What follows belongs to an exercise in optimizing a design on an open flow for small area, a short achievable clock period and few clock cycles per item; a production flow would make more cautious choices. Power is estimated from default activity; no workload was simulated.

== rev 12 ==
==> flow/design.v (excerpt) <==
module mosaic_scroll_pixel_remap_core (
    input  logic                 clk,
    input  logic                 rst_n,
    input  logic                 start,
    output logic                 busy,
    input  logic                 req_type,
    input  logic [8:0]           dest_x,
    input  logic [7:0]           dest_y,
    input  logic [4:0]           tile_size,
    input  logic [9:0]           cur_scroll_x,
    input  logic [9:0]           snap_scroll_x,
    input  logic [9:0]           cur_scroll_y,
    input  logic [9:0]           snap_scroll_y,
    input  logic                 track_scroll,
    input  logic [31:0]          pixel_in,
    output logic                 done,
    output logic                 write_enable,
    output logic [8:0]           source_x,
    output logic [7:0]           source_y,
    output logic [31:0]          pixel_out,
    input  logic                 cfg_we,
    input  logic [2:0]           cfg_index,
    input  logic [9:0]           cfg_data
);
    logic [8:0] wm1_reg;
    logic [7:0] hm1_reg;
    logic [8:0] m_reg;
    logic [3:0] num_reg;
    logic [3:0] dm1_reg;
    logic       ext_reg;
    logic       keep_reg;    
    always_ff @(posedge clk or negedge rst_n)
    begin
        if (!rst_n)
        begin
            wm1_reg  <= 9'd255;
            hm1_reg  <= 8'd223;
            m_reg    <= 9'd64;
            num_reg  <= 4'd15;
            dm1_reg  <= 4'd14;
            ext_reg  <= 1'b0;
            keep_reg <= 1'b1;
        end
        else if (cfg_we)
        begin
            case (cfg_index)
                3'd0: wm1_reg <= (cfg_data == 10'd0) ? 9'd0
                               : (cfg_data > 10'd512) ? 9'd511 : 9'(cfg_data - 10'd1);
                3'd1: hm1_reg <= (cfg_data[8:0] == 9'd0) ? 8'd0
                               : (cfg_data[8:0] > 9'd256) ? 8'd255 : 8'(cfg_data[8:0] - 9'd1);
                3'd2: m_reg   <= cfg_data[8:0];
                3'd3:
                begin
                    num_reg  <= cfg_data[3:0];
                    keep_reg <= (dm1_reg == 4'd15) || (cfg_data[3:0] > dm1_reg);
                end
                3'd4:
                begin
  ...
clock: 5.5 ns
lec_check: 0
cap_margin: 20
core_margin: 2
core_utilization: 40
setup_slack_margin: 1.8
slew_margin: 20
run.sh (not shown) runs the stock make flow with config.mk's settings and CLKGATE_MAP_FILE= SYNTH_SCRIPT=/design/flow/synth_recipe.tcl, a recipe that flattens the netlist after the stock synthesis.
diff inputs: rev 12 => rev 13
--- a/flow/design.v
+++ b/flow/design.v
@@ -1,31 +1,18 @@
 package msr_pkg;
     function automatic logic [11:0] div_step(input logic [3:0] r, input logic [7:0] q,
                                              input logic [3:0] dm);
         logic [4:0] t;
         logic [5:0] s;
         t = {r, q[7]};
         s = {1'b0, t} + {2'b01, ~dm};
         div_step = {s[5] ? s[3:0] : t[3:0], q[6:0], s[5]};
     endfunction
-    function automatic logic [11:0] mul8x4(input logic [7:0] c, input logic [3:0] n);
-        logic [11:0] a0, a1, a2, a3;
-        logic [11:0] s1, k1, s2, k2;
-        a0 = {4'd0, c & {8{n[0]}}};
-        a1 = {3'd0, c & {8{n[1]}}, 1'b0};
-        a2 = {2'd0, c & {8{n[2]}}, 2'b0};
-        a3 = {1'd0, c & {8{n[3]}}, 3'b0};
-        s1 = a0 ^ a1 ^ a2;
-        k1 = {((a0 & a1) | (a0 & a2) | (a1 & a2)), 1'b0};
-        s2 = s1 ^ k1 ^ a3;
-        k2 = {((s1 & k1) | (s1 & a3) | (k1 & a3)), 1'b0};
-        mul8x4 = s2 + k2;
-    endfunction
 endpackage
 module mosaic_scroll_pixel_remap_core (
     input  logic                 clk,
     input  logic                 rst_n,
     input  logic                 start,
     output logic                 busy,
     input  logic                 req_type,
     input  logic [8:0]           dest_x,
     input  logic [7:0]           dest_y,
@@ -111,21 +98,21 @@
         else if (tile_size > 5'd16)
             sm1_e = 4'd15;
         else
             sm1_e = 4'(tile_size - 5'd1);
         dx_e = (cur_scroll_x - snap_scroll_x) & {10{track_scroll}};
         dy_e = (cur_scroll_y - snap_scroll_y) & {10{track_scroll}};
         bx_e = {2'b00, dest_x} + {dx_e[9], dx_e};
         by_e = {3'b000, dest_y} + {dy_e[9], dy_e};
         xm_e = {1'b0, dest_x} - {1'b0, m_reg};
-        p0_e = msr_pkg::mul8x4(pixel_in[7:0], nb);
-        p1_e = msr_pkg::mul8x4(pixel_in[15:8], nb);
-        p2_e = msr_pkg::mul8x4(pixel_in[23:16], nb);
+        p0_e = pixel_in[7:0]   * nb;
+        p1_e = pixel_in[15:8]  * nb;
+        p2_e = pixel_in[23:16] * nb;
         if (req_type)
         begin
             side_e = {db, 16'd0, pixel_in[31:24]};
             r0_e = p0_e[11:8];
             q0_e = p0_e[7:0];
             r1_e = p1_e[11:8];
             q1_e = p1_e[7:0];
             r2_e = p2_e[11:8];
             q2_e = p2_e[7:0];
## What came out
Rev 13 against rev 12: synthesized cell count went up by about 1.2%; non-clock buffer count went up by 3. Rev 13 vs. rev 12: leakage power now larger; post-layout total power saw an increase; fraction of met2 tracks used by global routing shrank by 0.29 points. Changes observed in rev 13 relative to rev 12: total combinational power now sits higher; area share of fa/ha/maj cells after synthesis now sits at about the same level. Rev 13 went all the way through the flow, and no timing, DRC or antenna check failed. Against rev 12, rev 13 reports a finished layout cell area that is higher. Of rev 12 and rev 13, the run reporting the lower number of buffers inserted to repair setup after CTS was rev 12. Logic depth of the worst path, buffers included: rev 13 vs rev 12 up 1. Comparing rev 12 and rev 13, the higher clock network power share is on rev 13.
No functional check of the RTL was part of any run of this note.

[re-timing with driven ports]
How much do the figures lean on ideal ports? The routed layouts below were timed once more, with nothing changed but the port constraints. Step 1 sets driving cells, clkbuf_16 on the clock port and buf_2 on the other inputs (assumed; they add their load-dependent delay and slew). Step 2 also shifts input and output timing later by t, the mid clock arrival at the registers, as if the neighbouring blocks saw the same clock. Three values: no drivers, after step 1, after step 2; two values: the first two.
| run | t (ns) | slack for setup (ns) | worst hold slack (ns) | latest minus earliest clock arrival (ns) | worst slew at a driven data input, ns |
|---|---|---|---|---|---|
| rev 12 | 0.582 | 1.778 / 1.808 / 1.226 | 0.320 / 0.320 / 0.320 | 0.018 / 0.018 | 0.08 |
| rev 13 | 0.606 | 1.720 / 1.720 / 1.283 | 0.317 / 0.317 / 0.317 | 0.021 / 0.022 | 0.10 |
After both steps every run listed still meets setup and hold. The setup slack of rev 12, which loses most, moves by +0.030 ns with the drivers and by -0.552 ns with both steps.
